Source: an optimization exercise on an open RTL-to-GDS flow (aim: small area, a short achievable clock period and few clock cycles). Production flows keep margins and buffers that such runs may drop.
Function was checked by simulation only, so behaviour that the tests miss may differ from the original.
No activity file was given, so power comes from the tool's default toggle rates.

## rc4_stream_cipher
module rc4_stream_cipher #(
  parameter int KEY_DEPTH = rc4_pkg::KEY_DEPTH_DEF
) (
  input  logic               clk,
  input  logic               rst,
  input  logic               cfg_valid,
  output logic               cfg_ready,
  input  logic [8:0]         cfg_data,
  input  logic               in_valid,
  output logic               in_ready,
  input  logic [17:0]        in_data,
  output logic               out_valid,
  input  logic               out_ready,
  output logic [17:0]        out_data
);
make LEC_CHECK=0 CAP_MARGIN=20 CORE_MARGIN=2 CORE_UTILIZATION=40 SETUP_SLACK_MARGIN=5 SLEW_MARGIN=60 finish   # period 10.0 ns
run.sh (not shown) runs the stock make flow with config.mk's settings and CLKGATE_MAP_FILE= SYNTH_SCRIPT=/design/flow/synth_recipe.tcl, a recipe that flattens the netlist after the stock synthesis.
Testbench counts at the start, summed over its fixed seeds: cycles 10,874.
Change:
--- a/flow/design.v
+++ b/flow/design.v
@@ -59,24 +59,24 @@
   logic [7:0]    jrn;       
   logic [7:0]    jrs;       
   logic [7:0]    sreg;      
   logic [7:0]    bsum;      
   logic [7:0]    kq;        
   logic [7:0]    kpos;      
-  logic [1:0]    kph;       
-  logic [7:0]    kc [4];    
+  logic [3:0]    kph;       
+  logic [7:0]    kc [16];   
   logic          pw;        
   logic          pw2;       
   logic          init_q;    
   logic          w0q;       
   logic [7:0]    psi;       
   logic [7:0]    wv;        
   logic [7:0]    mj, mj2;   
   logic [7:0]    mi, mi2;   
-  logic [7:0]    sjc [4];   
-  logic [1:0]    sjh;       
+  logic [7:0]    sjc [16];  
+  logic [3:0]    sjh;       
   logic          fs;        
   logic [7:0]    sjq;       
   logic       xv, is_load, is_sched, is_enc, aligned, credit, ycipher;
   logic       do_init, do_ksa, do_rot, do_prga, do_nokey, fire, emit;
   logic [2:0] tot;          
   logic       take;
@@ -108,13 +108,13 @@
   assign jrs   = ~jrn;
   assign a     = jr + bsum;                  
   assign jn    = a + o;                      
   assign fwd   = fire && (a == 8'd1);        
   assign d0w   = (init_q || w0q) ? wv : ~s[15:8];    
   assign d0    = d0w ^ (o + 8'd1);
-  assign knext = (ph == 2'd1 && ip != 8'hFF) ? kq : 8'd0;
+  assign knext = (do_ksa && ip != 8'hFF) ? kq : 8'd0;
   always_ff @(posedge clk) begin
     if (do_init) begin
       o    <= 8'd0;
       ip   <= 8'd0;
       jr   <= 8'd0;
       jrn  <= 8'hFF;
@@ -144,20 +144,20 @@
     mi  <= ~o;
     mj2 <= mj;
     mi2 <= mi;
   end
   genvar g;
   generate
-    for (g = 0; g < 4; g++) begin : g_sjc
+    for (g = 0; g < 16; g++) begin : g_sjc
       always_ff @(posedge clk) begin
-        sjc[g] <= s[{2'(g), jrs[5:0], 3'b000} +: 8];
+        sjc[g] <= s[{4'(g), jrs[3:0], 3'b000} +: 8];
       end
     end
   endgenerate
   always_ff @(posedge clk) begin
-    sjh <= jrs[7:6];
+    sjh <= jrs[7:4];
     fs  <= pw && pw2 && (jr == 8'd254);
     sjq <= sj;
   end
   assign sj = fs ? sjq : (sjc[sjh] ^ mj2);    
   generate
     for (g = 0; g < 256; g++) begin : g_s
@@ -182,27 +182,27 @@
       always_ff @(posedge clk) begin
         if (key_we && f0[15:8] == 8'(g)) begin
           key[8*g +: 8] <= f0[7:0];
         end
       end
     end
-    for (g = 0; g < 4; g++) begin : g_kc
+    for (g = 0; g < 16; g++) begin : g_kc
       always_ff @(posedge clk) begin
         if (do_init || do_ksa) begin
-          kc[g] <= key[{2'(g), kpos[5:0], 3'b000} +: 8];
+          kc[g] <= key[{4'(g), kpos[3:0], 3'b000} +: 8];
         end
       end
     end
   endgenerate
   always_ff @(posedge clk) begin
     if (do_init) begin
       kq  <= key[15:8];
-      kph <= kpos[7:6];
+      kph <= kpos[7:4];
     end else if (do_ksa) begin
       kq  <= kc[kph];
-      kph <= kpos[7:6];
+      kph <= kpos[7:4];
     end
   end
   always_ff @(posedge clk) begin
     if (rst) begin
       ph      <= 2'd0;
       keyed   <= 1'b0;
@@ -234,17 +234,17 @@
         kpos <= 8'd2;
       end
     end
   end
   logic [1:0] y1k, y2k, y3k, y4k;
   logic [7:0] y1d, y2d, y3d, y4d;
-  logic [7:0] y1p, y2p2, y2p3, y2si, y3t, y3m, y4m, y4sj, jd;
-  logic [1:0] y4th;
+  logic [7:0] y1p, y2p2, y2p3, y2si, y3t, y3m, y4m, y4sj;
+  logic [3:0] y4th;
   logic       y3fj, y4fj;
-  logic [7:0] ksc [4];
-  logic [7:0] t3, ks;
+  logic [7:0] ksc [16];
+  logic [7:0] t2, t3, ks;
   logic [17:0] res;
   always_ff @(posedge clk) begin
     if (rst) begin
       y1v <= 1'b0;
       y2v <= 1'b0;
       y3v <= 1'b0;
@@ -253,18 +253,18 @@
       y1v <= emit;
       y2v <= y1v;
       y3v <= y2v;
       y4v <= y3v;
     end
   end
+  assign t2 = y2p2 + sj;
   assign t3 = y2p3 + sj;
-  assign jd = jr - y2p2;                    
   generate
-    for (g = 0; g < 4; g++) begin : g_ksc
+    for (g = 0; g < 16; g++) begin : g_ksc
       always_ff @(posedge clk) begin
-        ksc[g] <= s[{2'(g), y3t[5:0], 3'b000} +: 8];
+        ksc[g] <= s[{4'(g), y3t[3:0], 3'b000} +: 8];
       end
     end
   endgenerate
   assign ks  = y4fj ? y4sj : (ksc[y4th] ^ y4m);
   assign res = (y4k == rc4_pkg::KIND_CIPHER) ? {rc4_pkg::KIND_CIPHER, ks, y4d ^ ks}
                                              : {y4k, 8'd0, y4d};
@@ -279,16 +279,16 @@
     y2p2 <= y1p;
     y2p3 <= y1p - 8'd1;
     y3k  <= y2k;
     y3d  <= y2d;
     y3t  <= t3;
     y3m  <= (y2si + sj) ^ {8{t3[0]}};
-    y3fj <= pw && (sj == jd);
+    y3fj <= pw && (t2 == jr);
     y4k  <= y3k;
     y4d  <= y3d;
-    y4th <= y3t[7:6];
+    y4th <= y3t[7:4];
     y4m  <= y3m;
     y4fj <= y3fj;
     y4sj <= sj;
   end
   logic [17:0] q [QN];
   logic [2:0]  qcnt;
Effect:
- clock-buffer cell count increases by 28
- via count came out higher by about 5%
- sequential share of layout area climbs by 1.3 points
- hold slack is about the same
- setup slack improves by 110 ps
Testbench counts after the change, summed over its fixed seeds: cycles 10,874.

========
Starting RTL as in the previous note.
## rc4_stream_cipher
module rc4_stream_cipher #(
  parameter int KEY_DEPTH = rc4_pkg::KEY_DEPTH_DEF
) (
  input  logic               clk,
  input  logic               rst,
  input  logic               cfg_valid,
  output logic               cfg_ready,
  input  logic [8:0]         cfg_data,
  input  logic               in_valid,
  output logic               in_ready,
  input  logic [17:0]        in_data,
  output logic               out_valid,
  input  logic               out_ready,
  output logic [17:0]        out_data
);
Settings: LEC_CHECK=0, CAP_MARGIN=20, CORE_MARGIN=2, CORE_UTILIZATION=40, CTS_CLUSTER_DIAMETER=70, CTS_CLUSTER_SIZE=25, SETUP_SLACK_MARGIN=5, SLEW_MARGIN=60; clock period 10.0 ns.
Testbench counts at the start, summed over its fixed seeds: cycles 10,874.
Next try:
--- a/flow/design.v
+++ b/flow/design.v
@@ -36,18 +36,18 @@
     end else begin
       fcnt     <= fcnt - 2'(cons) + 2'(acc);
       in_ready <= (fcnt - 2'(cons) + 2'(acc)) != 2'd2;
     end
   end
   always_ff @(posedge clk) begin
-    if (acc && (fcnt - 2'(cons)) == 2'd0) begin
+    if (acc && (fcnt == 2'd0 || cons)) begin
       f0 <= in_data;
     end else if (cons) begin
       f0 <= f1;
     end
-    if (acc && (fcnt - 2'(cons)) == 2'd1) begin
+    if (acc && fcnt == 2'd1 && !cons) begin
       f1 <= in_data;
     end
   end
   logic [2047:0] s;         
   logic [2047:0] key;       
   logic [8:0]    key_len;
@@ -59,14 +59,14 @@
   logic [7:0]    jrn;       
   logic [7:0]    jrs;       
   logic [7:0]    sreg;      
   logic [7:0]    bsum;      
   logic [7:0]    kq;        
   logic [7:0]    kpos;      
-  logic [1:0]    kph;       
-  logic [7:0]    kc [4];    
+  logic [3:0]    kph;       
+  logic [7:0]    kc [16];   
   logic          pw;        
   logic          pw2;       
   logic          init_q;    
   logic          w0q;       
   logic [7:0]    psi;       
   logic [7:0]    wv;        
@@ -182,27 +182,27 @@
       always_ff @(posedge clk) begin
         if (key_we && f0[15:8] == 8'(g)) begin
           key[8*g +: 8] <= f0[7:0];
         end
       end
     end
-    for (g = 0; g < 4; g++) begin : g_kc
+    for (g = 0; g < 16; g++) begin : g_kc
       always_ff @(posedge clk) begin
         if (do_init || do_ksa) begin
-          kc[g] <= key[{2'(g), kpos[5:0], 3'b000} +: 8];
+          kc[g] <= key[{4'(g), kpos[3:0], 3'b000} +: 8];
         end
       end
     end
   endgenerate
   always_ff @(posedge clk) begin
     if (do_init) begin
       kq  <= key[15:8];
-      kph <= kpos[7:6];
+      kph <= kpos[7:4];
     end else if (do_ksa) begin
       kq  <= kc[kph];
-      kph <= kpos[7:6];
+      kph <= kpos[7:4];
     end
   end
   always_ff @(posedge clk) begin
     if (rst) begin
       ph      <= 2'd0;
       keyed   <= 1'b0;
The changed run ran to the end with no violations.
Worst setup slack improved by 0.57 ns.
Via count rises by 1.6%.
Non-clock buffer count rises by 26.
Combinational power rises by about 5%.
Fmax rises by 14%.
Synthesized cell count rises by 1.5%.
Clock-buffer cell count falls by 2.
Total power rises by 2.8%.
Wire length rises by 4.3%.
Final area rises by 1.4%.
Synthesized area rises by 1.6%.
Testbench counts after the change, summed over its fixed seeds: cycles 10,874.

========
Setup of old:
The RTL this note starts from:
==> flow/design.v <==
package rc4_pkg;
  localparam int KEY_DEPTH_DEF = 256;
  localparam int LEN_W         = 9;
  localparam logic [LEN_W-1:0] KEY_LEN_RESET = LEN_W'(16);
  localparam logic [1:0] CMD_LOAD     = 2'd0;
  localparam logic [1:0] CMD_SCHEDULE = 2'd1;
  localparam logic [1:0] CMD_ENCRYPT  = 2'd2;
  localparam logic [1:0] KIND_CIPHER    = 2'd0;
  localparam logic [1:0] KIND_DONE      = 2'd1;
  localparam logic [1:0] KIND_NOT_KEYED = 2'd2;
endpackage
module rc4_stream_cipher #(
  parameter int KEY_DEPTH = rc4_pkg::KEY_DEPTH_DEF
) (
  input  logic               clk,
  input  logic               rst,
  input  logic               cfg_valid,
  output logic               cfg_ready,
  input  logic [8:0]         cfg_data,
  input  logic               in_valid,
  output logic               in_ready,
  input  logic [17:0]        in_data,
  output logic               out_valid,
  input  logic               out_ready,
  output logic [17:0]        out_data
);
  localparam int QN = 6;
  logic [17:0] f0, f1;
  logic [1:0]  fcnt;
  logic        acc, cons;
  assign acc = in_valid && in_ready;
  always_ff @(posedge clk) begin
    if (rst) begin
      fcnt     <= 2'd0;
      in_ready <= 1'b1;
    end else begin
      fcnt     <= fcnt - 2'(cons) + 2'(acc);
      in_ready <= (fcnt - 2'(cons) + 2'(acc)) != 2'd2;
    end
  end
  always_ff @(posedge clk) begin
    if (acc && (fcnt - 2'(cons)) == 2'd0) begin
      f0 <= in_data;
    end else if (cons) begin
      f0 <= f1;
    end
    if (acc && (fcnt - 2'(cons)) == 2'd1) begin
      f1 <= in_data;
    end
  end
  logic [2047:0] s;         
  logic [2047:0] key;       
  logic [8:0]    key_len;
  logic          keyed;
  logic [1:0]    ph;        
  logic [7:0]    o;         
  logic [7:0]    ip;        
  logic [7:0]    jr;        
  logic [7:0]    jrn;       
  logic [7:0]    jrs;       
  logic [7:0]    sreg;      
  logic [7:0]    bsum;      
  logic [7:0]    kq;        
  logic [7:0]    kpos;      
  logic [1:0]    kph;       
  logic [7:0]    kc [4];    
  logic          pw;        
  logic          pw2;       
  logic          init_q;    
  logic          w0q;       
  logic [7:0]    psi;       
  logic [7:0]    wv;        
  logic [7:0]    mj, mj2;   
  logic [7:0]    mi, mi2;   
  logic [7:0]    sjc [4];   
  logic [1:0]    sjh;       
  logic          fs;        
  logic [7:0]    sjq;       
  logic       xv, is_load, is_sched, is_enc, aligned, credit, ycipher;
  logic       do_init, do_ksa, do_rot, do_prga, do_nokey, fire, emit;
  logic [2:0] tot;          
  logic       take;
  logic [8:0] eff_len;
  assign xv       = (fcnt != 2'd0);
  assign is_load  = (f0[17:16] == rc4_pkg::CMD_LOAD);
  assign is_sched = (f0[17:16] == rc4_pkg::CMD_SCHEDULE);
  assign is_enc   = (f0[17:16] == rc4_pkg::CMD_ENCRYPT);
  assign aligned  = (o == ip);
  assign credit   = (tot != 3'(QN));
  logic y1v, y2v, y3v, y4v;
  assign ycipher  = y1v || y2v || y3v;
  assign do_init  = xv && is_sched && (ph == 2'd0) && !ycipher;
  assign do_ksa   = xv && is_sched && (ph == 2'd1) && aligned;
  assign do_rot   = xv && is_sched && (ph == 2'd2) && credit;
  assign do_prga  = xv && is_enc && keyed && aligned && credit;
  assign do_nokey = xv && is_enc && !keyed && credit;
  assign fire     = do_ksa || do_prga;
  assign emit     = do_rot || do_prga || do_nokey;
  assign cons     = xv && (is_sched ? do_rot : (is_enc ? (do_prga || do_nokey) : 1'b1));
  assign cfg_ready = 1'b1;
  always_comb begin
    if (key_len < 9'd3)        eff_len = 9'd3;
    else if (key_len > 9'd256) eff_len = 9'd256;
    else                       eff_len = key_len;
  end
  logic [7:0] a, jn, sj, d0w, d0, knext;
  logic       fwd;
  assign jrs   = ~jrn;
  assign a     = jr + bsum;                  
  assign jn    = a + o;                      
  assign fwd   = fire && (a == 8'd1);        
  assign d0w   = (init_q || w0q) ? wv : ~s[15:8];    
  assign d0    = d0w ^ (o + 8'd1);
  assign knext = (ph == 2'd1 && ip != 8'hFF) ? kq : 8'd0;
  always_ff @(posedge clk) begin
    if (do_init) begin
      o    <= 8'd0;
      ip   <= 8'd0;
      jr   <= 8'd0;
      jrn  <= 8'hFF;
      sreg <= 8'd0;
      bsum <= key[7:0];
    end else begin
      o    <= o + 8'd1;
      sreg <= fwd ? sreg : d0;
      bsum <= ({8{fwd}} & (sreg + knext)) | ({8{~fwd}} & (d0 + knext));
      if (fire) begin
        ip  <= ip + 8'd1;
        jr  <= a - 8'd1;
        jrn <= ~(a - 8'd1);
      end else if (do_rot) begin
        ip  <= 8'd1;
        jr  <= ~o;
        jrn <= o;
      end else begin
        jr  <= jr - 8'd1;
        jrn <= jrn + 8'd1;
      end
    end
    psi <= sreg;
    w0q <= fire && (a == 8'd2);
    wv  <= do_init ? 8'd0 : sreg ^ jn;
    mj  <= jn ^ {8{~a[0]}};
    mi  <= ~o;
    mj2 <= mj;
    mi2 <= mi;
  end
  genvar g;
  generate
    for (g = 0; g < 4; g++) begin : g_sjc
      always_ff @(posedge clk) begin
        sjc[g] <= s[{2'(g), jrs[5:0], 3'b000} +: 8];
      end
    end
  endgenerate
  always_ff @(posedge clk) begin
    sjh <= jrs[7:6];
    fs  <= pw && pw2 && (jr == 8'd254);
    sjq <= sj;
  end
  assign sj = fs ? sjq : (sjc[sjh] ^ mj2);    
  generate
    for (g = 0; g < 256; g++) begin : g_s
      if (g == 253) begin : g_i
        always_ff @(posedge clk) begin
          if (init_q || (pw && jrs == 8'(g + 1))) s[8*g +: 8] <= ~wv;
          else if (pw2)                            s[8*g +: 8] <= sj ^ mi2;
          else                                     s[8*g +: 8] <= ~s[8*(g+1) +: 8];
        end
      end else begin : g_o
        always_ff @(posedge clk) begin
          if (init_q || (pw && jrs == 8'((g + 1) % 256))) s[8*g +: 8] <= wv ^ {8{g[0]}};
          else                                         s[8*g +: 8] <= ~s[8*((g+1)%256) +: 8];
        end
      end
    end
  endgenerate
  logic key_we;
  assign key_we = xv && is_load;
  generate
    for (g = 0; g < 256; g++) begin : g_k
      always_ff @(posedge clk) begin
        if (key_we && f0[15:8] == 8'(g)) begin
          key[8*g +: 8] <= f0[7:0];
        end
      end
    end
    for (g = 0; g < 4; g++) begin : g_kc
      always_ff @(posedge clk) begin
        if (do_init || do_ksa) begin
          kc[g] <= key[{2'(g), kpos[5:0], 3'b000} +: 8];
        end
      end
    end
  endgenerate
  always_ff @(posedge clk) begin
    if (do_init) begin
      kq  <= key[15:8];
      kph <= kpos[7:6];
    end else if (do_ksa) begin
      kq  <= kc[kph];
      kph <= kpos[7:6];
    end
  end
  always_ff @(posedge clk) begin
    if (rst) begin
      ph      <= 2'd0;
      keyed   <= 1'b0;
      kpos    <= 8'd2;
      key_len <= rc4_pkg::KEY_LEN_RESET;
      pw      <= 1'b0;
      pw2     <= 1'b0;
      init_q  <= 1'b0;
    end else begin
      pw     <= fire;
      pw2    <= pw;
      init_q <= do_init;
      if (cfg_valid) begin
        key_len <= cfg_data;
      end
      if (do_init) begin
        ph <= 2'd1;
      end else if (do_ksa && ip == 8'hFF) begin
        ph <= 2'd2;
      end else if (do_rot) begin
        ph <= 2'd0;
      end
      if (do_rot) begin
        keyed <= 1'b1;
      end
      if (do_init || (do_ksa && ip != 8'hFF)) begin
        kpos <= ({1'b0, kpos} + 9'd1 >= eff_len) ? 8'd0 : kpos + 8'd1;
      end else if (do_ksa) begin
        kpos <= 8'd2;
      end
    end
  end
  logic [1:0] y1k, y2k, y3k, y4k;
  logic [7:0] y1d, y2d, y3d, y4d;
  logic [7:0] y1p, y2p2, y2p3, y2si, y3t, y3m, y4m, y4sj, jd;
  logic [1:0] y4th;
  logic       y3fj, y4fj;
  logic [7:0] ksc [4];
  logic [7:0] t3, ks;
  logic [17:0] res;
  always_ff @(posedge clk) begin
    if (rst) begin
      y1v <= 1'b0;
      y2v <= 1'b0;
      y3v <= 1'b0;
      y4v <= 1'b0;
    end else begin
      y1v <= emit;
      y2v <= y1v;
      y3v <= y2v;
      y4v <= y3v;
    end
  end
  assign t3 = y2p3 + sj;
  assign jd = jr - y2p2;                    
  generate
    for (g = 0; g < 4; g++) begin : g_ksc
      always_ff @(posedge clk) begin
        ksc[g] <= s[{2'(g), y3t[5:0], 3'b000} +: 8];
      end
    end
  endgenerate
  assign ks  = y4fj ? y4sj : (ksc[y4th] ^ y4m);
  assign res = (y4k == rc4_pkg::KIND_CIPHER) ? {rc4_pkg::KIND_CIPHER, ks, y4d ^ ks}
                                             : {y4k, 8'd0, y4d};
  always_ff @(posedge clk) begin
    y1k  <= is_enc ? (keyed ? rc4_pkg::KIND_CIPHER : rc4_pkg::KIND_NOT_KEYED)
                   : rc4_pkg::KIND_DONE;
    y1d  <= is_enc ? f0[7:0] : 8'd0;
    y1p  <= sreg - o - 8'd2;                
    y2k  <= y1k;
    y2d  <= y1d;
    y2si <= psi;
    y2p2 <= y1p;
    y2p3 <= y1p - 8'd1;
    y3k  <= y2k;
    y3d  <= y2d;
    y3t  <= t3;
    y3m  <= (y2si + sj) ^ {8{t3[0]}};
    y3fj <= pw && (sj == jd);
    y4k  <= y3k;
    y4d  <= y3d;
    y4th <= y3t[7:6];
    y4m  <= y3m;
    y4fj <= y3fj;
    y4sj <= sj;
  end
  logic [17:0] q [QN];
  logic [2:0]  qcnt;
  assign take     = out_valid && out_ready;
  assign out_data = q[0];
  always_ff @(posedge clk) begin
    if (rst) begin
      qcnt      <= 3'd0;
      tot       <= 3'd0;
      out_valid <= 1'b0;
    end else begin
      tot <= tot - 3'(take) + 3'(emit);
      if (take) begin
        qcnt      <= qcnt - 3'd1 + 3'(y4v);
        out_valid <= (qcnt - 3'd1 + 3'(y4v)) != 3'd0;
      end else begin
        qcnt      <= qcnt + 3'(y4v);
        out_valid <= (qcnt + 3'(y4v)) != 3'd0;
      end
    end
  end
  generate
    for (g = 0; g < QN; g++) begin : g_q
      always_ff @(posedge clk) begin
        if (take) begin
          if (y4v && qcnt == 3'(g + 1)) q[g] <= res;
          else if (g + 1 < QN)          q[g] <= q[(g + 1) % QN];
        end else begin
          if (y4v && qcnt == 3'(g))     q[g] <= res;
        end
      end
    end
  endgenerate
endmodule
Settings: LEC_CHECK=0, CAP_MARGIN=20, CORE_MARGIN=2, CORE_UTILIZATION=40, CTS_CLUSTER_DIAMETER=100, CTS_CLUSTER_SIZE=30, SETUP_SLACK_MARGIN=5, SLEW_MARGIN=60; clock period 10.0 ns.
Testbench counts of old, summed over its fixed seeds: cycles 10,874.
Changes in new relative to old:
diff --git a/flow/design.v b/flow/design.v
--- a/flow/design.v
+++ b/flow/design.v
@@ -112,5 +112,5 @@
   assign d0w   = (init_q || w0q) ? wv : ~s[15:8];    
   assign d0    = d0w ^ (o + 8'd1);
-  assign knext = (ph == 2'd1 && ip != 8'hFF) ? kq : 8'd0;
+  assign knext = (do_ksa && ip != 8'hFF) ? kq : 8'd0;
   always_ff @(posedge clk) begin
     if (do_init) begin
@@ -238,9 +238,9 @@
   logic [1:0] y1k, y2k, y3k, y4k;
   logic [7:0] y1d, y2d, y3d, y4d;
-  logic [7:0] y1p, y2p2, y2p3, y2si, y3t, y3m, y4m, y4sj, jd;
+  logic [7:0] y1p, y2p2, y2p3, y2si, y3t, y3m, y4m, y4sj;
   logic [1:0] y4th;
   logic       y3fj, y4fj;
   logic [7:0] ksc [4];
-  logic [7:0] t3, ks;
+  logic [7:0] t2, t3, ks;
   logic [17:0] res;
   always_ff @(posedge clk) begin
@@ -257,6 +257,6 @@
     end
   end
+  assign t2 = y2p2 + sj;
   assign t3 = y2p3 + sj;
-  assign jd = jr - y2p2;                    
   generate
     for (g = 0; g < 4; g++) begin : g_ksc
@@ -283,5 +283,5 @@
     y3t  <= t3;
     y3m  <= (y2si + sj) ^ {8{t3[0]}};
-    y3fj <= pw && (sj == jd);
+    y3fj <= pw && (t2 == jr);
     y4k  <= y3k;
     y4d  <= y3d;
Results
new completed end to end with timing, DRC and antenna clean. Total vias in the final route across new and old: no real change. Setup slack of the critical path after layout ends up lower on old. Taking old as the reference, in new part of the cycle the worst path needs fell 3.8 points; number of cells on the worst reg-to-reg path rose 1; count of clock-buffer cells in the layout rose 2.6%. As far as share of total power in the clock network is concerned, new and old perform about the same.
Testbench counts of new, summed over its fixed seeds: cycles 10,874.

## re-timing with driven ports
The flow's constraints put no driver on any port. The routed layouts listed below were extracted and timed again, unchanged, in two steps. Step 1 assumes that a clkbuf_16 drives the clock port and a buf_2 every other input. Step 2 times the ports against the registers' clock, not the clock port: input delays grow and output delays shrink by t, the midpoint of the rising clock arrivals with the driver on. Slacks: ideal ports / drivers / drivers and shift; pairs: ideal ports / drivers.
| run | t (ns) | slack for setup (ns) | worst hold slack (ns) |
|---|---|---|---|
| the first run of note 1 | 1.112 | 5.381 / 5.381 / 5.381 | 0.322 / 0.322 / 0.322 |
| the second run of note 1 | 1.144 | 5.488 / 5.488 / 5.488 | 0.323 / 0.323 / 0.323 |
| the first run of note 2 | 1.072 | 5.448 / 5.448 / 5.448 | 0.325 / 0.325 / 0.325 |
| the second run of note 2 | 1.078 | 6.015 / 5.980 / 5.234 | 0.322 / 0.322 / 0.322 |
| old | 1.034 | 5.434 / 5.434 / 5.434 | 0.321 / 0.321 / 0.321 |
| new | 1.079 | 5.818 / 5.818 / 5.112 | 0.328 / 0.328 / 0.328 |
After both steps every run listed still meets setup and hold. The setup slack of the second run of note 2, which loses most, moves by -0.035 ns with the drivers and by -0.781 ns with both steps.
